This design comes from an exercise in tuning for small area, a short achievable clock period and few clock cycles per item on the open sky130 flow, not from production work. The RTL was checked by simulation tests, not by an equivalence proof against the original design. Power figures rest on the tool's default switching activity, not on a simulated workload.

==> flow/design.v <==
package fdn_pkg;
    localparam int ENTRY_W     = 256;
    localparam int IN_TDATA_W  = 264;
    localparam int NEW_DIR_BIT = 256;
    localparam int OUT_TDATA_W = 88;
    localparam int SLOTS = 63;
    localparam int UNITS_PER_ENTRY = 13;
    localparam logic [7:0] BYTE_END     = 8'h00;
    localparam logic [7:0] BYTE_DELETED = 8'hE5;
    localparam logic [7:0] BYTE_DOT     = 8'h2E;
    localparam logic [7:0] BYTE_SPACE   = 8'h20;
    localparam logic [7:0] ATTR_LONG    = 8'h0F;
    localparam logic [UNITS_PER_ENTRY*5-1:0] UNIT_OFFSET = {
        5'd30, 5'd28, 5'd24, 5'd22, 5'd20, 5'd18, 5'd16, 5'd14, 5'd9, 5'd7, 5'd5, 5'd3, 5'd1
    };
endpackage
import fdn_pkg::*;
module fdn_short_name (
    input  logic             clk,
    input  logic             load,         
    input  logic [10:0][7:0] name_bytes,
    input  logic             step,         
    output logic [7:0]       first_char,   
    output logic             first_last,   
    output logic [7:0]       next_char,    
    output logic             next_last     
);
    logic [6:0][7:0] stem_reg;     
    logic [2:0][7:0] ext_reg;      
    logic            has_ext_reg;
    logic            in_ext_reg;   
    logic has_ext;
    assign has_ext = (name_bytes[8] != BYTE_SPACE);
    always_comb begin
        if (name_bytes[0] != BYTE_SPACE) begin
            first_char = name_bytes[0];
            first_last = (name_bytes[1] != BYTE_SPACE) ? (name_bytes[1] == 8'h00) : !has_ext;
        end else begin
            first_char = has_ext ? BYTE_DOT : 8'h00;
            first_last = !has_ext || (name_bytes[8] == 8'h00);
        end
    end
    always_comb begin
        if (!in_ext_reg) begin
            if (stem_reg[0] != BYTE_SPACE) begin
                next_char = stem_reg[0];
                next_last = (stem_reg[1] != BYTE_SPACE) ? (stem_reg[1] == 8'h00) : !has_ext_reg;
            end else begin
                next_char = BYTE_DOT;
                next_last = (ext_reg[0] == 8'h00);
            end
        end else begin
            next_char = ext_reg[0];
            next_last = (ext_reg[1] == BYTE_SPACE) || (ext_reg[1] == 8'h00);
        end
    end
    always_ff @(posedge clk) begin
        if (load) begin
            stem_reg    <= name_bytes[7:1];
            ext_reg     <= name_bytes[10:8];
            has_ext_reg <= has_ext;
            in_ext_reg  <= (name_bytes[0] == BYTE_SPACE);
        end else if (step) begin
            if (!in_ext_reg) begin
                if (stem_reg[0] == BYTE_SPACE) begin
                    in_ext_reg <= 1'b1;
                end else begin
                    stem_reg <= {BYTE_SPACE, stem_reg[6:1]};
                end
            end else begin
                ext_reg <= {BYTE_SPACE, ext_reg[2:1]};
            end
        end
    end
endmodule
import fdn_pkg::*;
module fdn_name_ram (
    input  logic                clk,
    input  logic                clear,
    input  logic [SLOTS-1:0]    wr_en,
    input  logic [12:0][7:0]    wr_unit,      
    input  logic [5:0]          rd_addr,
    output logic [7:0]          rd_ahead,     
    output logic [7:0]          slot0,
    output logic [7:0]          slot1
);
    logic [SLOTS-1:0][7:0] mem;
    logic [12:0][7:0]      wr_data;
    always_comb begin
        for (int u = 0; u < UNITS_PER_ENTRY; u++) begin
            wr_data[u] = clear ? 8'h00 : wr_unit[u];
        end
    end
    always_ff @(posedge clk) begin
        for (int p = 0; p < SLOTS; p++) begin
            if (wr_en[p] || clear) begin
                mem[p] <= wr_data[p % UNITS_PER_ENTRY];
            end
        end
    end
    logic [63:0][7:0] mem_ahead;
    assign mem_ahead = {24'h000000, mem[SLOTS-1:2]};
    assign rd_ahead  = mem_ahead[rd_addr];
    assign slot0     = mem[0];
    assign slot1     = mem[1];
endmodule
import fdn_pkg::*;
module fat_dir_entry_name_decoder_core #(
    parameter int NAME_CAPACITY = 64
) (
    input  logic                           aclk,
    input  logic                           aresetn,
    input  logic                           s_tvalid,
    output logic                           s_tready,
    input  logic [fdn_pkg::IN_TDATA_W-1:0] s_tdata,
    output logic                            m_tvalid,
    input  logic                            m_tready,
    output logic [fdn_pkg::OUT_TDATA_W-1:0] m_tdata,
    output logic                            m_tlast
);
    logic [5:0] len_reg;
    logic [5:0] nlen_reg;
    logic [3:0] nu_reg;           
    logic [2:0] nseq_reg;         
    logic       pending_reg;
    logic       ended_reg;
    logic       pre_done_reg;     
    logic       peek_reg;         
    logic        ob_valid_reg;
    logic        long_reg;        
    logic        eod_reg;
    logic [5:0]  pos_reg;
    logic [5:0]  lima_reg;        
    logic [5:0]  limb_reg;
    logic [7:0]  char_reg;        
    logic        last_reg;        
    logic [7:0]  nxt_reg;         
    logic        isdir_reg;
    logic [31:0] size_reg;
    logic [31:0] clus_reg;
    logic [31:0][7:0] b;
    logic             new_dir;
    logic [7:0]       b0;
    logic [7:0]       attr;
    logic [4:0]       seq;
    logic             is_end, is_del, is_lfn, is_skip, is_vis;
    logic             drop;
    logic             pending_eff;
    assign b       = s_tdata[ENTRY_W-1:0];
    assign new_dir = s_tdata[NEW_DIR_BIT];
    assign b0      = b[0];
    assign attr    = b[11];
    assign seq     = b0[4:0];
    assign is_end  = (b0 == BYTE_END);
    assign is_del  = !is_end && (b0 == BYTE_DELETED);
    assign is_lfn  = !is_end && !is_del && (attr == ATTR_LONG);
    assign is_skip = !is_end && !is_del && !is_lfn && (attr[3] || (b0 == BYTE_DOT));
    assign is_vis  = !is_end && !is_del && !is_lfn && !is_skip;
    assign drop        = ended_reg & ~new_dir;
    assign pending_eff = pending_reg & ~new_dir;
    logic [12:0][7:0] unit_lo;
    logic [12:0]      unit_ok;      
    logic [3:0]       n_units;      
    logic             seq_in;       
    assign seq_in = (seq != 5'd0) && (seq <= 5'd5);
    always_comb begin
        logic        run;
        logic [15:0] u16;
        run = 1'b1;
        n_units = '0;
        for (int u = 0; u < UNITS_PER_ENTRY; u++) begin
            u16 = {b[UNIT_OFFSET[u*5 +: 5] + 1], b[UNIT_OFFSET[u*5 +: 5]]};
            unit_lo[u] = u16[7:0];
            if (u16 == 16'h0000 || u16 == 16'hFFFF) run = 1'b0;
            if (u >= 11 && seq == 5'd5) run = 1'b0;
            unit_ok[u] = run;
            if (run) n_units = 4'(u + 1);
        end
    end
    logic [5:0] nbase;
    logic [5:0] nlen;
    logic       nlen_zero;
    logic [5:0] len_fold;
    logic       len_zero;
    logic       len_le1;
    always_comb begin
        case (nseq_reg)
            3'd1:    nbase = 6'd0;
            3'd2:    nbase = 6'd13;
            3'd3:    nbase = 6'd26;
            3'd4:    nbase = 6'd39;
            default: nbase = 6'd52;
        endcase
    end
    assign nlen_zero = (nseq_reg == 3'd0) || (nu_reg == 4'd0);
    assign nlen      = nlen_zero ? 6'd0 : nbase + 6'(nu_reg);
    assign len_fold  = (nlen_reg > len_reg) ? nlen_reg : len_reg;
    assign len_zero  = (len_reg == 6'd0) && (nlen_reg == 6'd0) && nlen_zero;
    assign len_le1   = (len_reg <= 6'd1) && (nlen_reg <= 6'd1) &&
                       (nlen_zero || (nseq_reg == 3'd1 && nu_reg == 4'd1));
    logic       take, adv, fin, player_free;
    logic       long_busy;
    assign take        = ob_valid_reg & m_tready;
    assign adv         = take & ~last_reg;
    assign fin         = take & last_reg;
    assign player_free = ~ob_valid_reg | fin;
    assign long_busy   = ob_valid_reg & long_reg & ~last_reg;
    logic lfn_safe;
    logic harmless;
    always_comb begin
        lfn_safe = 1'b1;
        if (long_busy) begin
            case (seq)
                5'd1: lfn_safe = (pos_reg >= 6'd13);
                5'd2: lfn_safe = (pos_reg >= 6'd26) || (lima_reg <= 6'd13 && limb_reg <= 6'd13);
                5'd3: lfn_safe = (pos_reg >= 6'd39) || (lima_reg <= 6'd26 && limb_reg <= 6'd26);
                5'd4: lfn_safe = (pos_reg >= 6'd52) || (lima_reg <= 6'd39 && limb_reg <= 6'd39);
                5'd5: lfn_safe = (lima_reg <= 6'd52 && limb_reg <= 6'd52);
                default: lfn_safe = 1'b1;
            endcase
        end
        harmless = !new_dir && (drop || is_del || is_skip || (is_lfn && lfn_safe));
    end
    assign s_tready = (player_free & (~new_dir | pre_done_reg)) | peek_reg;
    logic s_fire;
    logic act;        
    logic load;       
    logic clear;
    assign s_fire = s_tvalid & s_tready;
    assign act    = s_fire & ~drop;
    assign load   = act & (is_end | is_vis);
    assign clear  = ~aresetn | (s_tvalid & new_dir & ~pre_done_reg & ~long_busy);
    logic [SLOTS-1:0] wr_en;
    logic [7:0]       rd_ahead;
    logic [7:0]       slot0;
    logic [7:0]       slot1;
    always_comb begin
        for (int p = 0; p < SLOTS; p++) begin
            wr_en[p] = act && is_lfn && (seq == 5'(p / UNITS_PER_ENTRY + 1)) &&
                       unit_ok[p % UNITS_PER_ENTRY];
        end
    end
    fdn_name_ram u_name_ram (
        .clk      (aclk),
        .clear    (clear),
        .wr_en    (wr_en),
        .wr_unit  (unit_lo),
        .rd_addr  (pos_reg),
        .rd_ahead (rd_ahead),
        .slot0    (slot0),
        .slot1    (slot1)
    );
    logic [7:0] sn_first;
    logic       sn_first_last;
    logic [7:0] sn_next;
    logic       sn_next_last;
    fdn_short_name u_short_name (
        .clk        (aclk),
        .load       (load),
        .name_bytes (b[10:0]),
        .step       (adv & ~long_reg),
        .first_char (sn_first),
        .first_last (sn_first_last),
        .next_char  (sn_next),
        .next_last  (sn_next_last)
    );
    always_ff @(posedge aclk) begin
        if (!aresetn) begin
            len_reg      <= '0;
            nlen_reg     <= '0;
            nu_reg       <= '0;
            nseq_reg     <= '0;
            pending_reg  <= 1'b0;
            ended_reg    <= 1'b0;
            ob_valid_reg <= 1'b0;
            pre_done_reg <= 1'b0;
            peek_reg     <= 1'b0;
        end else begin
            if (act) begin
                if (is_lfn) begin
                    pending_reg <= 1'b1;
                    len_reg     <= new_dir ? 6'd0 : len_fold;
                    nlen_reg    <= new_dir ? 6'd0 : nlen;
                    nu_reg      <= n_units;
                    nseq_reg    <= seq_in ? seq[2:0] : 3'd0;
                    ended_reg   <= 1'b0;
                end else begin
                    pending_reg <= 1'b0;
                    len_reg     <= '0;
                    nlen_reg    <= '0;
                    nu_reg      <= '0;
                    nseq_reg    <= '0;
                    ended_reg   <= is_end;
                end
            end else begin
                len_reg  <= len_fold;
                nlen_reg <= nlen;
            end
            ob_valid_reg <= load | (ob_valid_reg & ~fin);
            pre_done_reg <= (pre_done_reg | (s_tvalid & new_dir & ~long_busy)) & ~s_fire;
            peek_reg     <= s_tvalid & ~s_fire & harmless;
        end
    end
    always_ff @(posedge aclk) begin
        if (load) begin
            pos_reg   <= '0;
            long_reg  <= is_vis & pending_eff;
            eod_reg   <= is_end;
            lima_reg  <= len_fold;
            limb_reg  <= nlen;
            nxt_reg   <= slot1;
            isdir_reg <= is_vis & attr[4];
            size_reg  <= is_vis ? {b[31], b[30], b[29], b[28]} : 32'd0;
            clus_reg  <= is_vis ? {b[21], b[20], b[27], b[26]} : 32'd0;
            if (is_end) begin
                char_reg <= 8'h00;
                last_reg <= 1'b1;
            end else if (pending_eff) begin
                char_reg <= len_zero ? 8'h00 : slot0;
                last_reg <= len_le1 || (slot0 == 8'h00) || (slot1 == 8'h00);
            end else begin
                char_reg <= sn_first;
                last_reg <= sn_first_last;
            end
        end else if (adv) begin
            pos_reg <= pos_reg + 6'd1;
            if (long_reg) begin
                char_reg <= nxt_reg;
                nxt_reg  <= rd_ahead;
                last_reg <= ((7'(pos_reg) + 7'd2 >= 7'(lima_reg)) &&
                             (7'(pos_reg) + 7'd2 >= 7'(limb_reg))) || (rd_ahead == 8'h00);
            end else begin
                char_reg <= sn_next;
                last_reg <= sn_next_last;
            end
        end
    end
    assign m_tvalid = ob_valid_reg;
    assign m_tlast  = last_reg;
    assign m_tdata  = {7'd0, eod_reg, clus_reg, size_reg, isdir_reg, long_reg, pos_reg, char_reg};
endmodule
==> flow/flow/run.sh <==
#!/bin/bash
# The standard layout, with the port buffers that buffer_ports inserts made
# plain buffers (sky130_fd_sc_hd__buf_1) instead of the cell it picks by itself.
# Everything else is the standard flow, run through the standard.sh.
set -euo pipefail
export BUFFER_PORTS_ARGS="-buffer_cell sky130_fd_sc_hd__buf_1"
bash standard.sh > standard_flow.log 2>&1
==> flow/standard.sh <==
#!/bin/bash
# synth_recipe.tcl (not shown) runs the flow's synth.tcl, then flattens the netlist and writes it again
# the make line also repeats each setting of config.mk as NAME=value (left out here)
make -C /OpenROAD-flow-scripts/flow DESIGN_CONFIG=/design/flow/config.mk WORK_HOME=/design/flow/orfs CLKGATE_MAP_FILE= SYNTH_SCRIPT=/design/flow/synth_recipe.tcl "${@:-finish}"
==> flow/config.mk <==
export PLATFORM = sky130hd
export DESIGN_NAME = fat_dir_entry_name_decoder_core
export DESIGN_NICKNAME = fat_dir_entry_name_decoder_core
export VERILOG_FILES = /design/flow/design.v
export SDC_FILE = /design/flow/constraint.sdc
export NUM_CORES = 4
export LEC_CHECK = 0
export ABC_CLOCK_PERIOD_IN_PS = 3300
export CAP_MARGIN = 20
export CORE_MARGIN = 2
export CORE_UTILIZATION = 40
export SETUP_SLACK_MARGIN = 2.7
export SLEW_MARGIN = 20
==> flow/constraint.sdc <==
create_clock -name core_clock -period 6.0 [get_ports {aclk}]
set_input_delay 1.2000 -clock core_clock [delete_from_list [all_inputs] [get_ports {aclk}]]
set_output_delay 1.2000 -clock core_clock [all_outputs]
set_load 0.01 [all_outputs]
==> results of run 1 <==
## layer usage
metal	vias up	wire length, microns	global-route usage [%]	share of wire [%]
met4	0	3794	9.534	3.7
met2	1122	48320	40.64	47
met5	-	0	0	0
met1	10560	41480	34.71	40
li1	8893	-	-	-
met3	178	8834	4.574	8.6
## path summary, 6_finish.rpt
kind,start,endpoint,slack [ns],depth (start not counted)
min reg2reg,pending_reg$_SDFFE_PN0P_,pending_reg$_SDFFE_PN0P_,0.49,2
max reg2reg,pos_reg[2]$_SDFFE_PP0P_,last_reg$_DFFE_PP_,2.77,9
min,pending_reg$_SDFFE_PN0P_,pending_reg$_SDFFE_PN0P_,0.49,2
max,s_tdata[21],u_name_ram.mem[200]$_DFFE_PP_,2.71,9
## final cells by class
type	instances	share of cell area, %
diodes	5	0.03338
clock buffers	88	5.304
clock inverters	51	1.399
inverters	34	0.3739
multi-input cells	1221	26.88
flip-flops and latches	712	56.26
well taps	1030	3.438
repair buffers	395	6.313
## metrics by stage
| stage | cells | area, sq um | setup WS [ns] | power (mW) |
|---|---|---|---|---|
| floorplan | 2096 | 31500 | 2.351 | 6.800 |
| global placement | 3350 | 33700 | 1.417 | 7.379 |
| detailed placement | 3351 | 33720 | 1.331 | 7.404 |
| CTS | 3518 | 36860 | 2.614 | 12.20 |
| global route | 3533 | 37470 | 2.615 | 12.56 |
| finish | 3536 | 37480 | 2.713 | 12.20 |
## power by group through the flow
stage	Combinational (mW)	Sequential [mW]	Clock [mW]
after detailed placement	1.28	6.13	0
after CTS	1.37	6.01	4.82
final	1.43	6.01	4.76
after global routing	1.50	6.03	5.03
after floorplan	0.767	6.03	0
after global placement	1.26	6.12	0
## kinds of logic (layout without fill, tap and decap cells)
| family | count (synthesis) | in the layout | synth area share (%) |
|---|---|---|---|
| multiplexers | 140 | 140 | 9.282 |
| AND/OR/NAND/NOR | 737 | 737 | 12.61 |
| XOR/XNOR | 11 | 11 | 0.3121 |
| flip-flops | 712 | 712 | 68.29 |
| buffers and inverters | 164 | 568 | 2.229 |
| other | 1 | 12 | 0.01215 |
| adder cells (fa/ha/maj) | 29 | 29 | 1.200 |
| AO/OA/AOI/OAI | 296 | 297 | 6.064 |
## cell usage after synthesis, types with 12 or more instances
cell type	count
edfxtp_1	682
buf_2	22
a21oi_1	69
and4_1	12
a22oi_1	56
mux2i_1	14
inv_1	33
nor3_1	19
mux4_2	116
nand2_1	269
nand4_1	60
nor2b_1	22
buf_1	14
a21o_1	13
buf_4	12
a211oi_1	15
nor2_1	40
clkbuf_1	82
o21ai_1	15
ha_1	28
o21ai_0	70
and2_1	122
dfxtp_1	30
nor4_1	74
and3_1	73
nand3_1	16
## worst max-delay path: stages
cell      delay, ns
buf_6          0.10
nand4_1        0.12
nor4_2         0.07
a41o_4         0.27
nand4b_4       0.29
or4_4          0.55
nand2b_4       0.18
or3_4          0.49
o21ai_4        0.32
## timing repair
item,CTS,global route
pin swaps,14,28
endpoints found under the hold margin,0,0
buffers inserted,26,11
cloned,2,2
endpoints found under the setup margin,1000,452
resized for setup,99,158
==> summary.txt, run 1 <==
final estimated routing congestion in global placement=0.9287; core area=roughly 76,000 sq um; Tot GR Track Use=25.40%; Core Rows=101; Slew Limit Fails=0; chip width=approximately 280 microns; Clock Skews=0.02067 ns; sequential cell area=21,090 sq um; Post-Route WL=102.4 mm; worst ir drop on vdd=0.2267 mV; CTS tree=yes; Net Sw Frac=24.68%; Layout fillers=6,454; Core Util, Final=49.19%; worst hold margin=0.4873 ns; endpoint class of the critical path=register; Remaining Overflow, GRT=0; Clk Latency, worst-skew pair=0.63 ns; Sequential Power Share=49.2%; fmax=304.2 MHz; Cell Area, Synth=~31,000 sq um; routed vias=20.75k; Clk pwr share=about two fifths; Hold Fails Final Rpt=0; synth top area cells=edfxtp_1, mux4_2, nand2_1; Setup-failing EPs final=0; internal power=9.190 mW; Yosys reg bits=712; largest net degree at the start of global routing=96; fin nets=between 2k and 3k; die extent in y=roughly 280 microns; register area share after synthesis=slightly below 70%; minimum clock period=3.287 ns; RSZ-0062 raised after global routing=yes; Wirelength per Cell=a little under 30 microns; power per cell area=325.5 nW/um^2; root buf cell=clkbuf_16; Critical Path RT=6.30 ns; ANT nets after route=0; Post-DP HPWL=a little over 70 mm; Synth area leader=edfxtp_1; Vias/cell=5.868; post-synthesis cell count=2,090; Setup CP Type=primary input to register; Post-synth EDFFs=682; Layout area overhead=21.42%; die area=just under 80,000 sq um; area of the multi-input gates=10,070 sq um; H-tree depth=3; prevailing post-synth register cell=edfxtp_1; # IOs=between 300 and 400; Worst Path Arrival=3.59 ns; Slew headroom=36.86%; crit path max fanout=8; Avg Inst Size Synth=14.77 sq um; number of global-route vias before repair=a little over 20k; CTS clk-pin slew, worst paths=0.06 ns; initial core utilization=40.51%; DRC=0; max cap viols=0; period utilisation layout=a little over half; Largest register FFs=504; drt first pass iters=6; TritonCTS Buffers=76; Psw=~3.0 mW; Setup crit start kind=primary input; Post-CTS Hold Fix Bufs=0; status=finished clean; layout cells sized above 1=21.11%; Sinks on Clock Net=712; Leakage Power=between 10 and 15 nW; Sum Neg Setup Slack=0 ns; initial antenna violation count=6; most frequent cells in the layout=edfxtp_1, nand2_1, buf_1, and2_1, mux4_2; IO buf count=328; CTS Buffer Depth=3; min-delay worst type=register to register; Synth async-reset ratio=0%; Netlist cell types=67; synth warn=3; Comb power frac=11.7%; commonest non-fill, non-tap cell in the layout=edfxtp_1; drt initial violations=2,281; top cell type's share of synthesized area=between 60% and 70%; worst slew pin tran=approximately 0.94 ns; first-pass GRT wire length=143.0 mm
Testbench counts, summed over its fixed seeds: cycles 14,449, entries 2,409.
==> inputs of run 2 (changes only) <==
--- a/flow/config.mk
+++ b/flow/config.mk
@@ -7,3 +7,3 @@
 export LEC_CHECK = 0
-export ABC_CLOCK_PERIOD_IN_PS = 3300
+export ABC_CLOCK_PERIOD_IN_PS = 3000
 export CAP_MARGIN = 20
@@ -11,3 +11,3 @@
 export CORE_UTILIZATION = 40
-export SETUP_SLACK_MARGIN = 2.7
+export SETUP_SLACK_MARGIN = 3.0
 export SLEW_MARGIN = 20
==> run 2 against run 1 <==
Wire length up 3.7%. Setup slack got worse by 0.025 ns. Largest power group unchanged. Area after synthesis unchanged. Power down 0.19%. Non-clock buffer count up 49. Cell count up 1.3%. Largest cell class unchanged.
==> summary.txt, run 2 <==
Avg Inst Size Synth=14.77 sq um (unchanged); die extent in y=281.8 microns (unchanged); RSZ-0062 raised after global routing=yes (unchanged); fmax=301.9 MHz (was 304.2 MHz); IO buf count=328 (unchanged); most frequent cells in the layout=edfxtp_1, nand2_1, buf_1, mux4_2, and2_1 (was edfxtp_1, nand2_1, buf_1, and2_1, mux4_2); Slew headroom=50.56% (was 36.86%); WP buf/inv=1 (unchanged); Sum Neg Setup Slack=0 ns (unchanged); synth top area cells=edfxtp_1, mux4_2, nand2_1 (unchanged); initial core utilization=40.51% (unchanged); fin nets=2,790 (was 2,737); Core Util, Final=50.50% (was 49.19%); slowest stage delay, CP=0.59 ns (was 0.55 ns); Hold Fails Final Rpt=0 (unchanged); power per cell area=316.4 nW/um^2 (was 325.5 nW/um^2); Post-CTS Hold Fix Bufs=0 (unchanged); period utilisation layout=55.21% (was 54.78%); worst slew pin tran=0.7371 ns (was 0.9385 ns); Cell Area, Synth=30,870 sq um (unchanged); max cap viols=0 (unchanged); CTS clk-pin slew, worst paths=0.06 ns (about the same); Synth area leader=edfxtp_1 (unchanged); highest-delay cell along the critical path=or4_4 (unchanged); endpoint class of the critical path=register (unchanged); Post-DP HPWL=70.27 mm (was 70.76 mm); commonest non-fill, non-tap cell in the layout=edfxtp_1 (unchanged); power after layout=12.18 mW (was 12.20 mW); post-synthesis cell count=2,090 (unchanged); Clock Skews=0.01711 ns (was 0.02067 ns); TritonCTS Buffers=75 (was 76); final estimated routing congestion in global placement=0.9275 (was 0.9287); # IOs=359 (unchanged); Critical Path RT=6.31 ns (was 6.30 ns); prevailing post-synth register cell=edfxtp_1 (unchanged); layout cells sized above 1=25.67% (was 21.11%); Clk Latency, worst-skew pair=0.64 ns (was 0.63 ns); CTS Buffer Depth=3 (unchanged); first-pass GRT wire length=146.4 mm (was 143.0 mm); Netlist cell types=67 (unchanged); core area=76,200 sq um (unchanged); Leakage Power=13.78 nW (was 13.39 nW); min-delay worst type=register to register (unchanged); Post-Route WL=106.2 mm (was 102.4 mm); root buf cell=clkbuf_16 (unchanged); number of global-route vias before repair=20.16k (was 20.22k); Setup-failing EPs final=0 (unchanged); initial antenna violation count=6 (unchanged); status=finished clean (unchanged); top cell type's share of synthesized area=66.34% (unchanged); CTS tree=yes (unchanged); register area share after synthesis=68.29% (unchanged); ANT nets after route=0 (unchanged); CP delay by family, top=simple AND/OR/NAND/NOR gates (unchanged); Vias/cell=5.961 (was 5.868); Slew Limit Fails=0 (unchanged); Setup CP Type=primary input to register (unchanged); Synth async-reset ratio=0% (unchanged); Post-synth EDFFs=682 (unchanged); Core Rows=101 (unchanged); most common cell in the netlist=edfxtp_1 (unchanged); Layout area overhead=24.66% (was 21.42%); Yosys reg bits=712 (unchanged); routed vias=21.35k (was 20.75k); synth cell count leaders=edfxtp_1, nand2_1, and2_1, mux4_2, clkbuf_1 (unchanged); CP Cell Sequence=buf_2 -> nand4_1 -> nor4_2 -> a31oi_4 -> nand4b_4 -> or4_4 -> nand2b_4 -> or3_4 -> o21ai_4 (was buf_6 -> nand4_1 -> nor4_2 -> a41o_4 -> nand4b_4 -> or4_4 -> nand2b_4 -> or3_4 -> o21ai_4); H-tree depth=3 (unchanged); synth warn=3 (unchanged); worst ir drop on vdd=0.2132 mV (was 0.2267 mV); chip width=281.8 microns (unchanged); crit path max fanout=8 (unchanged); minimum clock period=3.312 ns (was 3.287 ns); DRC=0 (unchanged); drt first pass iters=5 (was 6); Setup crit start kind=primary input (unchanged); drt initial violations=2,812 (was 2,281); Worst Path Arrival=3.62 ns (was 3.59 ns); Largest register FFs=504 (unchanged); Tot GR Track Use=26.18% (was 25.40%); largest net degree at the start of global routing=96 (unchanged); # diodes=0 (was 5); die area=79,410 sq um (unchanged); Remaining Overflow, GRT=0 (unchanged); Sinks on Clock Net=712 (unchanged); Wirelength per Cell=29.65 microns (was 28.97 microns)
==> run 2: through the flow <==
| stage | setup WS (ns) | std cells | cell area, sq um | hold WS, ns |
|---|---|---|---|---|
| 6_report | 2.688 | 3582 | 38480 | 0.4897 |
| 5_1_grt | 2.668 | 3582 | 38480 | 0.5015 |
| 4_1_cts | 2.680 | 3546 | 37680 | 0.4834 |
| 3_5_place_dp | 1.239 | 3351 | 33820 | 0.4744 |
| 3_3_place_gp | 1.320 | 3351 | 33820 | 0.4629 |
| 2_1_floorplan | 2.357 | 2096 | 31690 | 0.4311 |
==> run 2: area by class of cell <==
type / instances / area (sq um)
Clock buffer: 93 / 1944
Tap cell: 1030 / 1289
Multi-Input combinational cell: 1224 / 10510
Fill cell: 6343 / 37720
Timing Repair inverter: 2 / 17.52
Timing Repair Buffer: 444 / 3017
Sequential cell: 712 / 21090
Clock inverter: 43 / 460.4
Inverter: 34 / 160.2
==> run 2: worst register-to-register path: stages, from the launching register on <==
cell	delay, ns
dfxtp_4	0.36
buf_4	0.14
buf_4	0.18
buf_12	0.16
mux4_2	0.58
a22oi_1	0.23
a21oi_1	0.12
a211oi_2	0.25
a21oi_2	0.10
nor4_2	0.32
nand2_1	0.13
a311oi_2	0.24
==> run 2: what timing repair did <==
item,in CTS,in global routing
pin swaps,34,49
setup buffers,49,32
gates cloned,10,4
endpoints found under the setup margin,1195,779
endpoints found under the hold margin,0,0
gates resized for setup,217,148
==> run 2: cells by family (layout without fill, tap and decap cells) <==
logic type | count (synthesis) | in the layout | share of synthesized area, %
xor gates and xnor gates | 11 | 11 | 0.3121
adders and majority gates | 29 | 29 | 1.200
muxes | 140 | 140 | 9.282
buffers and inverters | 164 | 616 | 2.229
and+or+nand+nor | 737 | 737 | 12.61
DFF | 712 | 712 | 68.29
AOI/OAI and AO/OA | 296 | 300 | 6.064
other | 1 | 7 | 0.01215
==> run 2: report_power, final <==
part           internal, mW  switching, mW
Clock                  2.59           2.00
Combinational         0.624          0.959
Sequential             5.87          0.130
==> run 2: layer usage <==
| metal | GRT usage (%) | vias up | part of all wire (%) |
|---|---|---|---|
| li1 | - | 9019 | - |
| met5 | 0 | - | 0 |
| met2 | 43.27 | 1360 | 48 |
| met3 | 4.450 | 196 | 11 |
| met4 | 7.570 | 0 | 3.3 |
| met1 | 35.69 | 10780 | 38 |
==> run 2: worst paths after layout <==
kind                            start                       endpoint  slack, ns  depth (start not counted)
max                       s_tdata[67]  u_name_ram.mem[207]$_DFFE_PP_       2.69                          9
min          pending_reg$_SDFFE_PN0P_       pending_reg$_SDFFE_PN0P_       0.49                          2
max reg2reg   pos_reg[0]$_SDFFE_PP0P_             last_reg$_DFFE_PP_       3.00                         11
min reg2reg  pending_reg$_SDFFE_PN0P_       pending_reg$_SDFFE_PN0P_       0.49                          2
==> inputs of run 3 (changes only) <==
--- a/flow/config.mk
+++ b/flow/config.mk
@@ -7,7 +7,9 @@
 export LEC_CHECK = 0
-export ABC_CLOCK_PERIOD_IN_PS = 3000
+export ABC_CLOCK_PERIOD_IN_PS = 3300
 export CAP_MARGIN = 20
 export CORE_MARGIN = 2
-export CORE_UTILIZATION = 40
-export SETUP_SLACK_MARGIN = 3.0
+export CORE_UTILIZATION = 55
+export CTS_CLUSTER_DIAMETER = 80
+export CTS_CLUSTER_SIZE = 24
+export SETUP_SLACK_MARGIN = 2.8
 export SLEW_MARGIN = 20
==> run 3 against run 2 <==
Combinational power decreased by 7%. Largest cell class unchanged. Maximum frequency fell by 0.53%. Critical endpoint is now u_name_ram.mem[97]$_DFFE_PP_. Critical path type unchanged. Area after synthesis unchanged. Largest power group unchanged. Power down 15%.
==> summary.txt, run 3 <==
status=finished clean (unchanged); HP Start=pending_reg$_SDFFE_PN0P_ (unchanged); IO buf count=328 (unchanged); area of the multi-input gates=10,140 sq um (was 10,510 sq um); power after layout=10.40 mW (was 12.18 mW); period utilisation layout=55.50% (was 55.21%); initial core utilization=55.81% (was 40.51%); WP buf/inv=1 (unchanged); CTS tree=yes (unchanged); Wirelength per Cell=30.31 microns (was 29.65 microns); power per cell area=289.1 nW/um^2 (was 316.4 nW/um^2); H-tree depth=2 (was 3); fin nets=2,721 (was 2,790); DRC=0 (unchanged); Tot GR Track Use=33.14% (was 26.18%); Layout fillers=4,077 (was 6,343); register area share after synthesis=68.29% (unchanged); Sinks on Clock Net=712 (unchanged); Worst Setup Slack, final=2.670 ns (was 2.688 ns); dpl cells=3,067 (was 3,351); drt first pass iters=6 (was 5); number of global-route vias before repair=19.54k (was 20.16k); Largest register FFs=504 (unchanged); crit path launch=s_tdata[12] (was s_tdata[67]); Layout area overhead=16.48% (was 24.66%); Slew Limit Fails=0 (unchanged); CTS clk-pin slew, worst paths=0.09 ns (was 0.06 ns); Hold Fails Final Rpt=0 (unchanged); crit path max fanout=8 (unchanged); endpoint class of the critical path=register (unchanged); TritonCTS Buffers=39 (was 75); Setup CP Type=primary input to register (unchanged); Post-CTS Hold Fix Bufs=0 (unchanged); Slew headroom=26.94% (was 50.56%); ANT nets after route=0 (unchanged); post-synthesis cell count=2,090 (unchanged); die extent in y=240.9 microns (was 281.8 microns); minimum clock period=3.330 ns (was 3.312 ns); Clk Latency, worst-skew pair=0.60 ns (was 0.64 ns); worst slew pin tran=1.094 ns (was 0.7371 ns); commonest non-fill, non-tap cell in the layout=edfxtp_1 (unchanged); Yosys reg bits=712 (unchanged); routed vias=20.64k (was 21.35k); RSZ-0062 raised after global routing=yes (unchanged); final estimated routing congestion in global placement=0.9179 (was 0.9275); Synth area leader=edfxtp_1 (unchanged); Vias/cell=6.475 (was 5.961); CP delay by family, top=simple AND/OR/NAND/NOR gates (unchanged); layout cells sized above 1=19.49% (was 25.67%); Final Non-Filler Cells=3,187 (was 3,582); root buf cell=clkbuf_16 (unchanged); largest net degree at the start of global routing=125 (was 96); Clock Skews=0.02503 ns (was 0.01711 ns); fmax=300.3 MHz (was 301.9 MHz); chip width=240.9 microns (was 281.8 microns); drt initial violations=2,938 (was 2,812); top cell type's share of synthesized area=66.34% (unchanged); Post-DP HPWL=66.34 mm (was 70.27 mm); Post-synth EDFFs=682 (unchanged); # IOs=359 (unchanged); Post-Route WL=96.60 mm (was 106.2 mm); max cap viols=0 (unchanged); synth warn=3 (unchanged); die area=58,040 sq um (was 79,410 sq um); most common cell in the netlist=edfxtp_1 (unchanged); Avg Inst Size Synth=14.77 sq um (unchanged); Critical Path RT=6.27 ns (was 6.31 ns); first-pass GRT wire length=135.3 mm (was 146.4 mm); CTS Buffer Depth=3 (unchanged); prevailing post-synth register cell=edfxtp_1 (unchanged); post-placement worst setup slack=1.205 ns (was 1.239 ns); synth cell count leaders=edfxtp_1, nand2_1, and2_1, mux4_2, clkbuf_1 (unchanged); Cell Area, Synth=30,870 sq um (unchanged); synth top area cells=edfxtp_1, mux4_2, nand2_1 (unchanged); worst ir drop on vdd=0.2231 mV (was 0.2132 mV); Synth async-reset ratio=0% (unchanged); initial antenna violation count=1 (was 6); Sum Neg Setup Slack=0 ns (unchanged); Setup-failing EPs final=0 (unchanged); min-delay worst type=register to register (unchanged); Core Rows=86 (was 101); most frequent cells in the layout=edfxtp_1, nand2_1, buf_1, and2_1, mux4_2 (was edfxtp_1, nand2_1, buf_1, mux4_2, and2_1); Leakage Power=12.77 nW (was 13.78 nW); highest-delay cell along the critical path=or4_4 (unchanged); Remaining Overflow, GRT=0 (unchanged); Netlist cell types=67 (unchanged); CP Cell Sequence=buf_6 -> nand4_1 -> nor4_2 -> a41o_4 -> nand4b_4 -> or4_4 -> nand2b_4 -> or3_4 -> o21ai_4 (was buf_2 -> nand4_1 -> nor4_2 -> a31oi_4 -> nand4b_4 -> or4_4 -> nand2b_4 -> or3_4 -> o21ai_4); Setup crit start kind=primary input (unchanged); reg-to-reg startpoint=last_reg$_DFFE_PP_ (was pos_reg[0]$_SDFFE_PP0P_); slowest stage delay, CP=0.54 ns (was 0.59 ns); Worst Path Arrival=3.60 ns (was 3.62 ns); sequential cell area=21,090 sq um (about the same); core area=55,310 sq um (was 76,200 sq um)
[run 3: layer usage]
layer  track usage [%]  part of all wire, %  vias up  wire length, microns
met5                 0                    0        -                     0
met4             11.56                  3.8        0                  3668
met3             5.101                   10      170                  9815
met2             51.45                   46     1244                 44380
met1             48.35                   40    10400                 38730
li1                  -                    -     8820                     -
[run 3: worst paths after layout]
kind                                   end  slack [ns]  cells past startpoint
min reg2reg       pending_reg$_SDFFE_PN0P_        0.48                      2
max reg2reg  u_name_ram.mem[251]$_DFFE_PP_        2.86                      6
max           u_name_ram.mem[97]$_DFFE_PP_        2.67                      9
min               pending_reg$_SDFFE_PN0P_        0.48                      2
[run 3: kinds of logic after synthesis]
group           count (synthesis)  share of synthesized area, %
compound gates                296                         6.064
xor+xnor                       11                        0.3121
fa+ha+maj                      29                         1.200
buf+inv                       164                         2.229
flops                         712                         68.29
mux                           140                         9.282
other cells                     1                       0.01215
simple gates                  737                         12.61
[run 3: timing repair]
item,CTS,global route
buffers inserted,42,15
endpoints found under the setup margin,959,412
cloned,4,3
pin swaps,27,30
resized for setup,133,72
[run 3: cell type report]
cell class,count,area share [%]
Multi-Input combinational cell,1222,28.21
Inverter,34,0.4002
Antenna cell,2,0.01392
Timing Repair Buffer,415,6.841
Clock buffer,41,2.791
Clock inverter,13,0.4941
Sequential cell,712,58.65
Tap cell,748,2.603
[run 3: worst register-to-register path, delay by kind of cell (launching register included)]
| family | cells | cell delay [ns] |
|---|---|---|
| AO/OA/AOI/OAI | 1 | 0.44 |
| buffers and inverters | 1 | 0.43 |
| flip-flops | 1 | 0.43 |
| AND/OR/NAND/NOR | 4 | 1.57 |
[run 3: where the power goes]
part / switching, mW / internal [mW]
clock: 1.61 / 1.33
sequential: 0.128 / 5.86
combinational: 0.906 / 0.561
[run 3: stage by stage]
stage	util, %	area [sq um]	hold WS, ns
6_report	65.01	35960	0.4800
5_1_grt	65.01	35950	0.5340
4_1_cts	64.32	35570	0.4747
3_5_place_dp	60.42	33420	0.4610
3_3_place_gp	60.42	33420	0.4617
2_1_floorplan	-	31600	0.4311
==> inputs of run 4 (changes only) <==
--- a/flow/config.mk
+++ b/flow/config.mk
@@ -10,5 +10,6 @@
 export CORE_MARGIN = 2
-export CORE_UTILIZATION = 55
-export CTS_CLUSTER_DIAMETER = 80
-export CTS_CLUSTER_SIZE = 24
+export CORE_UTILIZATION = 40
+export CTS_CLUSTER_DIAMETER = 100
+export CTS_CLUSTER_SIZE = 30
+export PLACE_DENSITY = 0.75
 export SETUP_SLACK_MARGIN = 2.8
==> run 4 against run 3 <==
Still clean on timing, DRC and antenna. Global-route usage shrank 8.7 points. Core utilization down 18 points. Cell count rose by 8.3%. Area after synthesis is the same.
==> summary.txt, run 4 <==
status=finished clean (unchanged); largest family of logic cells by synthesized area=simple AND/OR/NAND/NOR gates (unchanged); chip width=281.8 microns (was 240.9 microns); RR Endpoint=u_name_ram.mem[359]$_DFFE_PP_ (was u_name_ram.mem[251]$_DFFE_PP_); ANT nets after route=0 (unchanged); Worst Path Arrival=3.64 ns (was 3.60 ns); endpoint class of the critical path=register (unchanged); fin nets=2,699 (was 2,721); Post-Synth XOR/XNOR Area=0.3121% (unchanged); Final Cell Area=35,820 sq um (was 35,960 sq um); CTS tree=yes (unchanged); Critical Path RT=6.35 ns (was 6.27 ns); commonest non-fill, non-tap cell in the layout=edfxtp_1 (unchanged); fmax=303.9 MHz (was 300.3 MHz); area of the multi-input gates=10,090 sq um (was 10,140 sq um); sequential cell area=21,090 sq um (about the same); Post-Route WL=100.4 mm (was 96.60 mm); Sinks on Clock Net=712 (unchanged); IO buf count=328 (unchanged); # IOs=359 (unchanged); power per cell area=276.9 nW/um^2 (was 289.1 nW/um^2); Sum Neg Setup Slack=0 ns (unchanged); H-tree depth=1 (was 2); mux contribution to synthesized area=9.282% (unchanged); Layout fillers=6,465 (was 4,077); Clock Skews=0.07261 ns (was 0.02503 ns); Leakage Power=12.52 nW (was 12.77 nW); worst ir drop on vdd=0.2530 mV (was 0.2231 mV); Post-DP Area=33,800 sq um (was 33,420 sq um); Netlist cell types=67 (unchanged); final estimated routing congestion in global placement=0.9820 (was 0.9179); Yosys reg bits=712 (unchanged); reg-to-reg startpoint=last_reg$_DFFE_PP_ (unchanged); routed vias=21.00k (was 20.64k); worst slew pin tran=1.041 ns (was 1.094 ns); most frequent cells in the layout=edfxtp_1, nand2_1, buf_1, mux4_2, and2_1 (was edfxtp_1, nand2_1, buf_1, and2_1, mux4_2); drt first pass iters=5 (was 6); Hold Fails Final Rpt=0 (unchanged); number of global-route vias before repair=20.11k (was 19.54k); worst hold margin=0.4921 ns (was 0.4800 ns); DRC=0 (unchanged); flop-to-flop setup slack=2.81 ns (was 2.86 ns); Post-DP HPWL=69.20 mm (was 66.34 mm); initial core utilization=40.51% (was 55.81%); Post-CTS Hold Fix Bufs=0 (unchanged); period utilisation layout=54.84% (was 55.50%); Wirelength per Cell=29.07 microns (was 30.31 microns); Setup crit start kind=primary input (unchanged); synth top area cells=edfxtp_1, mux4_2, nand2_1 (unchanged); Clk Latency, worst-skew pair=0.66 ns (was 0.60 ns); CTS clk-pin slew, worst paths=0.11 ns (was 0.09 ns); Adder-Cell Fraction of Synth Area=1.200% (unchanged); most common cell in the netlist=edfxtp_1 (unchanged); Post-synth EDFFs=682 (unchanged); crit path launch=s_tdata[62] (was s_tdata[12]); min-delay worst type=register to register (unchanged); Slew headroom=30.63% (was 26.94%); initial antenna violation count=6 (was 1); crit path max fanout=6 (was 8); die area=79,410 sq um (was 58,040 sq um); post-synthesis compound-gate area fraction=6.064% (unchanged); CTS Buffer Depth=3 (unchanged); max cap viols=0 (unchanged); layout cells sized above 1=18.07% (was 19.49%); first-pass GRT wire length=139.1 mm (was 135.3 mm); die extent in y=281.8 microns (was 240.9 microns); Layout area overhead=16.04% (was 16.48%); minimum clock period=3.291 ns (was 3.330 ns); Cell Area, Synth=30,870 sq um (unchanged); register area share after synthesis=68.29% (unchanged); Synth async-reset ratio=0% (unchanged); root buf cell=clkbuf_16 (unchanged); Core Util, Final=47.01% (was 65.01%); largest net degree at the start of global routing=75 (was 125); post-synthesis cell count=2,090 (unchanged); power after layout=9.920 mW (was 10.40 mW); Avg Inst Size Synth=14.77 sq um (unchanged); RSZ-0062 raised after global routing=yes (unchanged); drt initial violations=2,666 (was 2,938); TritonCTS Buffers=29 (was 39); FF-to-FF path depth=6 (unchanged); Largest register FFs=504 (unchanged); Tot GR Track Use=24.42% (was 33.14%); Core Rows=101 (was 86); prevailing post-synth register cell=edfxtp_1 (unchanged); synth cell count leaders=edfxtp_1, nand2_1, and2_1, mux4_2, clkbuf_1 (unchanged); Slew Limit Fails=0 (unchanged); Worst setup endpoint=u_name_ram.mem[102]$_DFFE_PP_ (was u_name_ram.mem[97]$_DFFE_PP_); Setup-failing EPs final=0 (unchanged); Remaining Overflow, GRT=0 (unchanged); Synth area leader=edfxtp_1 (unchanged); Vias/cell=6.084 (was 6.475); simple logic cell fraction of the synthesized area=12.61% (unchanged); synth warn=3 (unchanged); Setup CP Type=primary input to register (unchanged); top cell type's share of synthesized area=66.34% (unchanged); core area=76,200 sq um (was 55,310 sq um)
==> run 4: changes by cell type in the layout (fill, tap and decap cells not counted), sizes merged <==
cell      before  now
inv           44   37
clkinv         0    4
bufbuf         0    2
clkinvlp       1    0
bufinv         2    1
diode          2    4
clkbuf        75   71
buf          381  369
==> run 4: timing repair <==
| action | in CTS | in global routing |
|---|---|---|
| buffers inserted | 35 | 6 |
| gates resized for setup | 115 | 67 |
| pin swaps | 19 | 20 |
| endpoints found under the setup margin | 884 | 441 |
| gates cloned | 3 | 3 |
==> run 4: per-layer routing <==
| metal | up-vias | GRT usage, % | wire (microns) |
|---|---|---|---|
| met2 | 1506 | 40.62 | 47890 |
| li1 | 8774 | - | - |
| met5 | - | 0 | 24 |
| met1 | 10510 | 32.40 | 36700 |
| met4 | 4 | 9.779 | 4730 |
| met3 | 213 | 3.497 | 11010 |
==> run 4: cell type report <==
class / count / area share [%]
Antenna cell: 4 / 0.02794
Clock buffer: 40 / 2.141
Clock inverter: 7 / 0.3144
Inverter: 34 / 0.3912
Multi-Input combinational cell: 1222 / 28.17
Sequential cell: 712 / 58.88
Tap cell: 1030 / 3.598
Timing Repair Buffer: 402 / 6.462
Timing Repair inverter: 1 / 0.02445
==> run 4: critical path, cell delays in order <==
cell and delay (ns):
buf_1 0.22, nor3_1 0.14, a31oi_4 0.26, nand4b_4 0.24
or4_4 0.56, nand2b_4 0.17, or3_4 0.49, o21ai_4 0.20
buf_12 0.14
==> run 4: how the worst min path moves through the flow <==
stage               slack, ns                     start  cells past startpoint                        to
floorplan                0.43  pending_reg$_SDFFE_PN0P_                      2  pending_reg$_SDFFE_PN0P_
global placement         0.46  pending_reg$_SDFFE_PN0P_                      2  pending_reg$_SDFFE_PN0P_
detailed placement       0.47  pending_reg$_SDFFE_PN0P_                      2  pending_reg$_SDFFE_PN0P_
CTS                      0.48  pending_reg$_SDFFE_PN0P_                      2  pending_reg$_SDFFE_PN0P_
global route             0.51  pending_reg$_SDFFE_PN0P_                      2  pending_reg$_SDFFE_PN0P_
finish                   0.49  pending_reg$_SDFFE_PN0P_                      2  pending_reg$_SDFFE_PN0P_
==> run 4: kinds of logic after synthesis <==
group / Yosys count
simple gates: 737
flops: 712
compound gates: 296
buf+inv: 164
mux: 140
fa+ha+maj: 29
xor+xnor: 11
other cells: 1
==> run 4: per-stage QoR <==
stage	instances	setup WS (ns)
global placement	3353	1.410
detailed placement	3353	1.297
CTS	3438	2.720
global route	3449	2.680
finish	3452	2.710
floorplan	2096	2.351
==> run 4: power breakdown <==
| group | internal [mW] | switching (mW) |
|---|---|---|
| combinational | 0.549 | 0.892 |
| sequential | 5.86 | 0.142 |
| clock | 0.970 | 1.51 |
==> inputs of run 5 (changes only) <==
--- a/flow/config.mk
+++ b/flow/config.mk
@@ -7,2 +7,3 @@
 export LEC_CHECK = 0
+export ABC_AREA = 1
 export ABC_CLOCK_PERIOD_IN_PS = 3300
@@ -13,3 +14,2 @@
 export CTS_CLUSTER_SIZE = 30
-export PLACE_DENSITY = 0.75
 export SETUP_SLACK_MARGIN = 2.8
==> run 5 against run 4 <==
Still clean. Cell count up 29%. Sequential cell count is the same. Hold slack improved by 0.0039 ns. Combinational power is 4% higher. Register-to-register slack worse by 0.04 ns. Setup slack improved by 0.064 ns. Critical path depth increased by 7. Sequential power down 0.8%. Critical path type is now register to register. Largest cell class unchanged. Largest power group unchanged.
==> summary.txt, run 5 <==
status=finished clean (unchanged); routed vias=24.09k (was 21.00k); Vias/cell=5.405 (was 6.084); post-synthesis cell count=3,095 (was 2,090); commonest non-fill, non-tap cell in the layout=edfxtp_1 (unchanged); Wirelength per Cell=22.52 microns (was 29.07 microns); CTS tree=yes (unchanged); core area=79,130 sq um (was 76,200 sq um); fin nets=3,689 (was 2,699); min-delay worst type=register to register (unchanged); global routing met2 resource utilization=39.34% (was 40.62%); Post-DP HPWL=70.56 mm (was 69.20 mm); global route hottest layer=met2 (unchanged); Avg Inst Size Synth=10.34 sq um (was 14.77 sq um); power per cell area=278.8 nW/um^2 (was 276.9 nW/um^2); Final Cell Area=36,030 sq um (was 35,820 sq um); drt initial violations=2,809 (was 2,666); layout cells sized above 1=6.545% (was 18.07%); Setup-failing EPs final=0 (unchanged); Slew Limit Fails=0 (unchanged); synth cell count leaders=edfxtp_1, nor2_1, nand2_1, o21ai_0, inv_1 (was edfxtp_1, nand2_1, and2_1, mux4_2, clkbuf_1); Setup crit start kind=register (was primary input); Post-synth EDFFs=682 (unchanged); Clock Skews=0.03940 ns (was 0.07261 ns); Core Rows=103 (was 101); IO buf count=328 (unchanged); CTS Buffer Depth=3 (unchanged); synth warn=3 (unchanged); Synth async-reset ratio=0% (unchanged); grt met1 use=32.86% (was 32.40%); endpoint class of the critical path=register (unchanged); drt first pass iters=6 (was 5); Layout fillers=7,534 (was 6,465); crit path max fanout=119 (was 6); Critical Path RT=6.41 ns (was 6.35 ns); initial core utilization=40.45% (was 40.51%); worst hold margin=0.4959 ns (was 0.4921 ns); prevailing post-synth register cell=edfxtp_1 (unchanged); DRC=0 (unchanged); fmax=309.9 MHz (was 303.9 MHz); Sinks on Clock Net=712 (unchanged); register area share after synthesis=65.86% (was 68.29%); post-placement worst setup slack=1.263 ns (was 1.297 ns); Yosys reg bits=712 (unchanged); max cap viols=0 (unchanged); crit path launch=pos_reg[0]$_SDFFE_PP0P_ (was s_tdata[62]); # diodes=0 (was 4); number of global-route vias before repair=22.50k (was 20.11k); CTS clk-pin slew, worst paths=0.11 ns (about the same); Sum Neg Setup Slack=0 ns (unchanged); Leakage Power=13.88 nW (was 12.52 nW); Post-DP Area=34,340 sq um (was 33,800 sq um); worst slew pin tran=1.040 ns (was 1.041 ns); top cell type's share of synthesized area=63.98% (was 66.34%); initial antenna violation count=0 (was 6); Cell Area, Synth=32,010 sq um (was 30,870 sq um); FF-to-FF path depth=16 (was 6); die extent in y=286.9 microns (was 281.8 microns); first-pass GRT wire length=144.8 mm (was 139.1 mm); die area=82,300 sq um (was 79,410 sq um); Worst Path Arrival=3.63 ns (was 3.64 ns); synth top area cells=edfxtp_1, nor2_1, o21ai_0 (was edfxtp_1, mux4_2, nand2_1); period utilisation layout=53.78% (was 54.84%); reg-to-reg startpoint=pos_reg[0]$_SDFFE_PP0P_ (was last_reg$_DFFE_PP_); Hold Fails Final Rpt=0 (unchanged); chip width=286.9 microns (was 281.8 microns); Worst Setup Slack, final=2.773 ns (was 2.710 ns); Largest register FFs=504 (unchanged); met3 Track Usage GR=2.730% (was 3.497%); largest net degree at the start of global routing=120 (was 75); Netlist cell types=56 (was 67); H-tree depth=1 (unchanged); Clk Latency, worst-skew pair=0.64 ns (was 0.66 ns); Setup CP Type=register to register (was primary input to register); RSZ-0062 raised after global routing=yes (unchanged); Remaining Overflow, GRT=0 (unchanged); minimum clock period=3.227 ns (was 3.291 ns); final estimated routing congestion in global placement=0.9007 (was 0.9820); TritonCTS Buffers=30 (was 29); hold path cells=2 (unchanged); Post-CTS Hold Fix Bufs=0 (unchanged); ANT nets after route=0 (unchanged); Post-Route WL=100.4 mm (about the same); Layout area overhead=12.58% (was 16.04%); Core Util, Final=45.54% (was 47.01%); most common cell in the netlist=edfxtp_1 (unchanged); root buf cell=clkbuf_16 (unchanged); Slew headroom=29.92% (was 30.63%); HP Start=ended_reg$_SDFFE_PN0P_ (was pending_reg$_SDFFE_PN0P_); Tot GR Track Use=23.72% (was 24.42%); worst ir drop on vdd=0.2197 mV (was 0.2530 mV); most frequent cells in the layout=edfxtp_1, nor2_1, nand2_1, o21ai_0, buf_1 (was edfxtp_1, nand2_1, buf_1, mux4_2, and2_1); Synth area leader=edfxtp_1 (unchanged); # IOs=359 (unchanged)
-- run 5: changes by cell type after synthesis, moves of 22 or more --
cell / previous run / this run
and3_1: 73 / 1
o22ai_1: 10 / 76
nor2_1: 40 / 630
a21oi_1: 69 / 32
nand2_1: 269 / 480
mux4_2: 116 / 0
buf_2: 22 / 47
nor2b_1: 22 / 0
a22oi_1: 56 / 0
and2_1: 122 / 3
o21ai_0: 70 / 426
inv_1: 33 / 289
-- run 5: stage by stage --
| stage | power [mW] | cells |
|---|---|---|
| 3_3_place_gp | 7.462 | 4381 |
| 2_1_floorplan | 6.835 | 3101 |
| 6_report | 10.05 | 4457 |
| 3_5_place_dp | 7.472 | 4381 |
| 5_1_grt | 10.39 | 4457 |
| 4_1_cts | 10.03 | 4436 |
-- run 5: worst paths after layout --
kind / slack [ns] / to
setup / recovery: 2.77 / last_reg$_DFFE_PP_
hold / removal: 0.50 / ended_reg$_SDFFE_PN0P_
setup reg to reg: 2.77 / last_reg$_DFFE_PP_
hold reg to reg: 0.50 / ended_reg$_SDFFE_PN0P_
-- run 5: cell type report --
cell class	count	area (sq um)	area share, %
Sequential cell	712	21090	58.52
Multi-Input combinational cell	1939	9470	26.28
Timing Repair Buffer	415	2034	5.646
Tap cell	1050	1314	3.646
Inverter	294	1180	3.274
Clock buffer	40	840.8	2.333
Clock inverter	7	107.6	0.2986
-- run 5: layer usage --
metal	up-vias	routed length (microns)
met3	138	8201
met2	1074	47780
met5	-	0
li1	11240	-
met4	0	3111
met1	11640	41290
-- run 5: timing repair --
item	4_1_cts	5_1_grt
endpoints found under the hold margin	0	0
resized for setup	61	57
setup buffers	8	20
setup endpoints to repair	994	382
pin swaps	4	17
gates cloned	0	1
-- run 5: critical path, stage by stage (launching register included) --
cell and delay, ns:
dfxtp_4 0.47, inv_16 0.30, buf_4 0.47, o21ai_0 0.15
o22ai_1 0.35, nand2_1 0.10, nand2_1 0.09, nor2_1 0.05
nor2_1 0.12, a21oi_1 0.07, and2_0 0.27, nand2_1 0.11
nor2_1 0.04, nand2_1 0.05, nand2_1 0.07, nand2_1 0.09
nand2_1 0.05
-- run 5: logic make-up (layout without fill, tap and decap cells) --
kind of cell | count (synthesis) | in the layout | synth area share (%)
buf+inv | 451 | 756 | 5.977
xor+xnor | 6 | 6 | 0.1642
fa+ha+maj | 29 | 29 | 1.157
compound gates | 592 | 593 | 9.972
other cells | 1 | 7 | 0.01172
flops | 712 | 712 | 65.86
simple gates | 1304 | 1304 | 16.86
-- run 5: power by group --
group,switching [mW],internal [mW]
Clock,1.57,1.03
Sequential,0.105,5.85
Combinational,1.11,0.383
Total,2.79,7.26
==> inputs of run 6 (changes only) <==
--- a/flow/config.mk
+++ b/flow/config.mk
@@ -7,3 +7,2 @@
 export LEC_CHECK = 0
-export ABC_AREA = 1
 export ABC_CLOCK_PERIOD_IN_PS = 3300
==> run 6 against run 5 <==
Largest cell class unchanged. Die area is 3.5% lower. First-iteration DRC count down 10%. Sequential power rose by 0.7%. Sequential cell count is the same. Critical endpoint is now u_name_ram.mem[414]$_DFFE_PP_. Clock skew down 0.0033 ns. Global-route usage grew 1.2 points. Via count is 15% lower. Still clean on timing, DRC and antenna. Clock power up 4%. Setup slack worse by 0.034 ns.
==> summary.txt, run 6 <==
crit path max fanout=8 (was 119); initial core utilization=40.51% (was 40.45%); number of global-route vias before repair=19.59k (was 22.50k); die area=79,410 sq um (was 82,300 sq um); synth cell count leaders=edfxtp_1, nand2_1, and2_1, mux4_2, clkbuf_1 (was edfxtp_1, nor2_1, nand2_1, o21ai_0, inv_1); minimum clock period=3.261 ns (was 3.227 ns); DRC=0 (unchanged); area of the multi-input gates=10,110 sq um (was 9470 sq um); H-tree depth=1 (unchanged); Slew headroom=37.50% (was 29.92%); Largest register FFs=504 (unchanged); TritonCTS Buffers=31 (was 30); min-delay worst type=register to register (unchanged); Setup CP Type=primary input to register (was register to register); commonest non-fill, non-tap cell in the layout=edfxtp_1 (unchanged); ANT nets after route=0 (unchanged); synth top area cells=edfxtp_1, mux4_2, nand2_1 (was edfxtp_1, nor2_1, o21ai_0); Slew Limit Fails=0 (unchanged); drt initial violations=2,517 (was 2,809); Layout fillers=6,593 (was 7,534); root buf cell=clkbuf_16 (unchanged); Post-synth EDFFs=682 (unchanged); Post-DP HPWL=70.53 mm (was 70.56 mm); synth warn=3 (unchanged); Remaining Overflow, GRT=0 (unchanged); sequential cell area=21,090 sq um (unchanged); fmax=306.7 MHz (was 309.9 MHz); largest family of logic cells by synthesized area=simple AND/OR/NAND/NOR gates (unchanged); drt first pass iters=5 (was 6); power after layout=10.14 mW (was 10.05 mW); Sinks on Clock Net=712 (unchanged); worst ir drop on vdd=0.1750 mV (was 0.2197 mV); CTS Buffer Depth=3 (unchanged); core area=76,200 sq um (was 79,130 sq um); Synth area leader=edfxtp_1 (unchanged); RSZ-0062 raised after global routing=yes (unchanged); Vias/cell=5.948 (was 5.405); Post-Synth XOR/XNOR Area=0.3121% (was 0.1642%); top cell type's share of synthesized area=66.34% (was 63.98%); simple logic cell fraction of the synthesized area=12.61% (was 16.86%); Yosys reg bits=712 (unchanged); Post-Route WL=101.6 mm (was 100.4 mm); chip width=281.8 microns (was 286.9 microns); fin nets=2,704 (was 3,689); Clk Latency, worst-skew pair=0.64 ns (about the same); Core Util, Final=47.21% (was 45.54%); Synth async-reset ratio=0% (unchanged); CTS tree=yes (unchanged); final estimated routing congestion in global placement=0.9352 (was 0.9007); most common cell in the netlist=edfxtp_1 (unchanged); Wirelength per Cell=29.41 microns (was 22.52 microns); first-pass GRT wire length=141.0 mm (was 144.8 mm); initial antenna violation count=2 (was 0); post-synthesis cell count=2,090 (was 3,095); largest net degree at the start of global routing=125 (was 120); Worst Path Arrival=3.58 ns (was 3.63 ns); Setup crit start kind=primary input (was register); hold path cells=2 (unchanged); post-synthesis compound-gate area fraction=6.064% (was 9.972%); routed vias=20.56k (was 24.09k); Sum Neg Setup Slack=0 ns (unchanged); CTS clk-pin slew, worst paths=0.11 ns (about the same); Avg Inst Size Synth=14.77 sq um (was 10.34 sq um); # IOs=359 (unchanged); max cap viols=0 (unchanged); power per cell area=281.9 nW/um^2 (was 278.8 nW/um^2); Core Rows=101 (was 103); Hold Fails Final Rpt=0 (unchanged); Adder-Cell Fraction of Synth Area=1.200% (was 1.157%); Setup-failing EPs final=0 (unchanged); FF-to-FF path depth=10 (was 16); period utilisation layout=54.34% (was 53.78%); die extent in y=281.8 microns (was 286.9 microns); Layout area overhead=16.53% (was 12.58%); most frequent cells in the layout=edfxtp_1, nand2_1, buf_1, mux4_2, and2_1 (was edfxtp_1, nor2_1, nand2_1, o21ai_0, buf_1); Leakage Power=12.61 nW (was 13.88 nW); register area share after synthesis=68.29% (was 65.86%); Cell Area, Synth=30,870 sq um (was 32,010 sq um); Tot GR Track Use=24.96% (was 23.72%); status=finished clean (unchanged); IO buf count=328 (unchanged); Netlist cell types=67 (was 56); worst slew pin tran=0.9375 ns (was 1.040 ns); Post-CTS Hold Fix Bufs=0 (unchanged); layout cells sized above 1=18.85% (was 6.545%); mux contribution to synthesized area=9.282% (was 0%); prevailing post-synth register cell=edfxtp_1 (unchanged); endpoint class of the critical path=register (unchanged); Critical Path RT=6.32 ns (was 6.41 ns); Clock Skews=0.03610 ns (was 0.03940 ns)
==> run 6: cell count changes in the layout (fill, tap and decap cells not counted), moves of 28 or more <==
cell,before,now
a21oi_1,31,68
a22oi_1,0,55
and2_1,3,113
and3_1,1,71
buf_1,323,247
buf_2,2,41
inv_1,281,33
mux4_2,0,116
nand2_1,471,265
nor2_1,621,32
o21ai_0,384,22
o21ai_4,18,46
o22ai_1,76,10
==> run 6: worst max-delay path: stages <==
cell and delay, ns:
buf_2 0.14, nand4_1 0.14, nor4_2 0.08, a31oi_4 0.24
nand4b_4 0.26, or4_4 0.56, nand2b_4 0.17, or3_4 0.47
o21ai_4 0.30
==> run 6: final timing paths <==
check	startpoint	slack (ns)	end
worst max register to register	pos_reg[0]$_SDFFE_PP0P_	2.83	last_reg$_DFFE_PP_
worst max-delay path	s_tdata[67]	2.74	u_name_ram.mem[414]$_DFFE_PP_
worst min-delay path	pending_reg$_SDFFE_PN0P_	0.49	pending_reg$_SDFFE_PN0P_
worst min register to register	pending_reg$_SDFFE_PN0P_	0.49	pending_reg$_SDFFE_PN0P_
==> run 6: logic make-up after synthesis <==
family / after synthesis
muxes: 140
other: 1
AOI/OAI and AO/OA: 296
DFF: 712
buffers and inverters: 164
adders and majority gates: 29
and+or+nand+nor: 737
xor gates and xnor gates: 11
==> run 6: timing repair <==
| action | 4_1_cts | 5_1_grt |
|---|---|---|
| resized for setup | 145 | 54 |
| cloned | 2 | 1 |
| pin swaps | 23 | 15 |
| setup buffers | 39 | 10 |
| setup endpoints to repair | 934 | 290 |
==> run 6: cell type report <==
cell class | instances | share of cell area, %
Clock inverter | 10 | 0.4243
Sequential cell | 712 | 58.62
Antenna cell | 1 | 0.006957
Timing Repair Buffer | 406 | 6.424
Multi-Input combinational cell | 1222 | 28.11
Inverter | 34 | 0.3896
Clock buffer | 41 | 2.438
Tap cell | 1030 | 3.583
==> run 6: metal layers <==
layer	global-route usage [%]	vias to the layer above	part of all wire [%]
met5	0	-	0.0069
li1	-	8784	-
met1	34.23	10510	39
met2	41.25	1119	48
met4	7.583	2	3.5
met3	3.712	146	9.1
==> run 6: power breakdown <==
part	internal, mW	leakage, nW	total, mW	switching (mW)
Combinational	0.547	4.92	1.45	0.907
Clock	1.09	0.498	2.70	1.61
Sequential	5.86	7.19	5.99	0.132
==> run 6: through the flow <==
stage | cells | setup slack (ns) | hold slack (ns) | area, sq um
floorplan | 2096 | 2.351 | 0.4311 | 31600
global placement | 3351 | 1.490 | 0.4671 | 33790
detailed placement | 3352 | 1.371 | 0.4723 | 33800
CTS | 3444 | 2.730 | 0.4876 | 35710
global route | 3455 | 2.711 | 0.5053 | 35970
finish | 3456 | 2.739 | 0.4926 | 35970
==> inputs of run 7 (changes only) <==
==> flow/flow/run.sh (replaced) <==
#!/bin/bash
# The standard layout, with the port buffers that buffer_ports inserts made
# plain buffers (sky130_fd_sc_hd__buf_2) instead of the cell it picks by itself.
# Everything else is the standard flow, run through the standard.sh.
set -euo pipefail
export BUFFER_PORTS_ARGS="-buffer_cell sky130_fd_sc_hd__buf_2"
bash standard.sh > standard_flow.log 2>&1
--- a/flow/config.mk
+++ b/flow/config.mk
@@ -11,5 +11,3 @@
 export CORE_UTILIZATION = 40
-export CTS_CLUSTER_DIAMETER = 100
-export CTS_CLUSTER_SIZE = 30
-export SETUP_SLACK_MARGIN = 2.8
+export SETUP_SLACK_MARGIN = 2.7
 export SLEW_MARGIN = 20
==> run 7 against run 6 <==
Global-route usage grew 0.37 points. Largest cell class unchanged. Register-to-register slack lost 0.11 ns. Wire length grew 0.78%.
==> summary.txt, run 7 <==
status=finished clean (unchanged); Sum Neg Setup Slack=0 ns (unchanged); synth top area cells=edfxtp_1, mux4_2, nand2_1 (unchanged); die extent in y=281.8 microns (unchanged); Sinks on Clock Net=712 (unchanged); Vias/cell=5.898 (was 5.948); Remaining Overflow, GRT=0 (unchanged); Core Rows=101 (unchanged); final estimated routing congestion in global placement=0.9162 (was 0.9352); flop-to-flop setup slack=2.72 ns (was 2.83 ns); Synth async-reset ratio=0% (unchanged); fmax=301.1 MHz (was 306.7 MHz); Avg Inst Size Synth=14.77 sq um (unchanged); Tot GR Track Use=25.33% (was 24.96%); most frequent cells in the layout=edfxtp_1, buf_2, nand2_1, and2_1, mux4_2 (was edfxtp_1, nand2_1, buf_1, mux4_2, and2_1); drt initial violations=2,664 (was 2,517); TritonCTS Buffers=74 (was 31); reg-to-reg startpoint=pos_reg[0]$_SDFFE_PP0P_ (unchanged); Post-DP HPWL=70.96 mm (was 70.53 mm); Critical Path RT=6.30 ns (was 6.32 ns); Worst Path Arrival=3.62 ns (was 3.58 ns); routed vias=20.97k (was 20.56k); min-delay worst type=register to register (unchanged); commonest non-fill, non-tap cell in the layout=edfxtp_1 (unchanged); RSZ-0062 raised after global routing=yes (unchanged); core area=76,200 sq um (unchanged); FF-to-FF path depth=10 (unchanged); first-pass GRT wire length=142.3 mm (was 141.0 mm); Post-Route WL=102.4 mm (was 101.6 mm); number of global-route vias before repair=20.18k (was 19.59k); Cell Area, Synth=30,870 sq um (unchanged); power per cell area=317.3 nW/um^2 (was 281.9 nW/um^2); Largest register FFs=504 (unchanged); Clock Skews=0.01396 ns (was 0.03610 ns); # IOs=359 (unchanged); dpl cells=3,358 (was 3,352); top cell type's share of synthesized area=66.34% (unchanged); area of the multi-input gates=9981 sq um (was 10,110 sq um); Yosys reg bits=712 (unchanged); register area share after synthesis=68.29% (unchanged); Hold Fails Final Rpt=0 (unchanged); minimum clock period=3.321 ns (was 3.261 ns); Final Non-Filler Cells=3,555 (was 3,456); Leakage Power=14.10 nW (was 12.61 nW); initial antenna violation count=2 (unchanged); root buf cell=clkbuf_16 (unchanged); Setup CP Type=primary input to register (unchanged); Layout area overhead=22.44% (was 16.53%); largest net degree at the start of global routing=101 (was 125); worst ir drop on vdd=0.2085 mV (was 0.1750 mV); sequential cell area=21,090 sq um (about the same); Hold Path Sink=pending_reg$_SDFFE_PN0P_ (unchanged); layout cells sized above 1=30.69% (was 18.85%); chip width=281.8 microns (unchanged); Setup-failing EPs final=0 (unchanged); drt first pass iters=7 (was 5); Clk Latency, worst-skew pair=0.63 ns (was 0.64 ns); CTS Buffer Depth=3 (unchanged); Synth area leader=edfxtp_1 (unchanged); Layout fillers=6,296 (was 6,593); CTS tree=yes (unchanged); period utilisation layout=55.35% (was 54.34%); CTS clk-pin slew, worst paths=0.06 ns (was 0.11 ns); prevailing post-synth register cell=edfxtp_1 (unchanged); H-tree depth=3 (was 1); initial core utilization=40.51% (unchanged); IO buf count=328 (unchanged); Setup crit start kind=primary input (unchanged); endpoint class of the critical path=register (unchanged); HP Start=pending_reg$_SDFFE_PN0P_ (unchanged); Slew headroom=22.12% (was 37.50%)
[run 7: cell counts after synthesis]
No cell type changed its count.
[run 7: per-layer routing]
layer	up-vias	share of wire, %	track usage [%]	routed length [microns]
met5	-	0.012	0	12
met4	2	2.8	7.706	2913
met3	158	9.3	4.077	9530
met2	1187	48	41.34	48730
met1	10680	40	34.97	41260
li1	8939	-	-	-
[run 7: repair_timing]
| item | in CTS | in global routing |
|---|---|---|
| resized for setup | 89 | 46 |
| setup endpoints to repair | 706 | 351 |
| setup buffers | 38 | 17 |
| gates cloned | 5 | 1 |
| pin swaps | 26 | 24 |
[run 7: metrics by stage]
| stage | util [%] | instance area [sq um] | power [mW] | hold slack, ns | worst slack, ns |
|---|---|---|---|---|---|
| after floorplan | - | 31500 | 6.800 | 0.4311 | 2.351 |
| after global placement | 44.81 | 34150 | 7.410 | 0.4636 | 1.221 |
| after detailed placement | 44.81 | 34150 | 7.436 | 0.4614 | 1.116 |
| after CTS | 49.10 | 37420 | 12.01 | 0.4701 | 2.659 |
| after global routing | 49.59 | 37790 | 12.32 | 0.5000 | 2.619 |
| final | 49.60 | 37800 | 11.99 | 0.4738 | 2.679 |
[run 7: area by class of cell]
cell class	instances	share of cell area [%]
Multi-Input combinational cell	1220	26.41
Tap cell	1030	3.410
Sequential cell	712	55.80
Inverter	34	0.4072
Antenna cell	3	0.01986
Timing Repair Buffer	423	7.640
Clock buffer	86	5.300
Timing Repair inverter	1	0.02979
Clock inverter	46	0.9898
[run 7: worst max-delay path by stage]
stage                 startpoint                                 endpoint  slack, ns  depth (start not counted)
finish               s_tdata[85]            u_name_ram.mem[408]$_DFFE_PP_       2.68                         11
global route        s_tdata[163]            u_name_ram.mem[408]$_DFFE_PP_       2.62                          9
CTS                   s_tdata[8]            u_name_ram.mem[408]$_DFFE_PP_       2.66                          9
detailed placement    s_tdata[2]  u_short_name.stem_reg[50]$_SDFFCE_PN0P_       1.12                         10
global placement      s_tdata[2]  u_short_name.stem_reg[50]$_SDFFCE_PN0P_       1.22                         10
floorplan            s_tdata[13]            u_name_ram.mem[304]$_DFFE_PP_       2.35                          8
[run 7: kinds of logic after synthesis]
logic type | share of synthesized area [%]
other cells | 0.01215
simple gates | 12.61
xor+xnor | 0.3121
buf+inv | 2.229
flops | 68.29
fa+ha+maj | 1.200
mux | 9.282
compound gates | 6.064
[run 7: worst max-delay path: stages]
cell and delay [ns]:
buf_2 0.12, nand4_1 0.14, nor4_1 0.06, nor2b_1 0.11
buf_4 0.16, nand4_1 0.13, buf_6 0.16, or4_4 0.55
nand2b_4 0.18, or3_4 0.48, o21ai_4 0.31
[run 7: power by group]
group / total [mW] / internal (mW) / switching, mW
Combinational: 1.47 / 0.576 / 0.892
Clock: 4.52 / 2.58 / 1.95
Sequential: 6.00 / 5.87 / 0.135

Setup slack of run 7, layout unchanged: 2.679 ns with ideal ports, 2.658 ns with driving cells assumed (clock clkbuf_16, inputs buf_2), 1.974 ns with port delays also shifted by the 0.684 ns mid clock arrival.
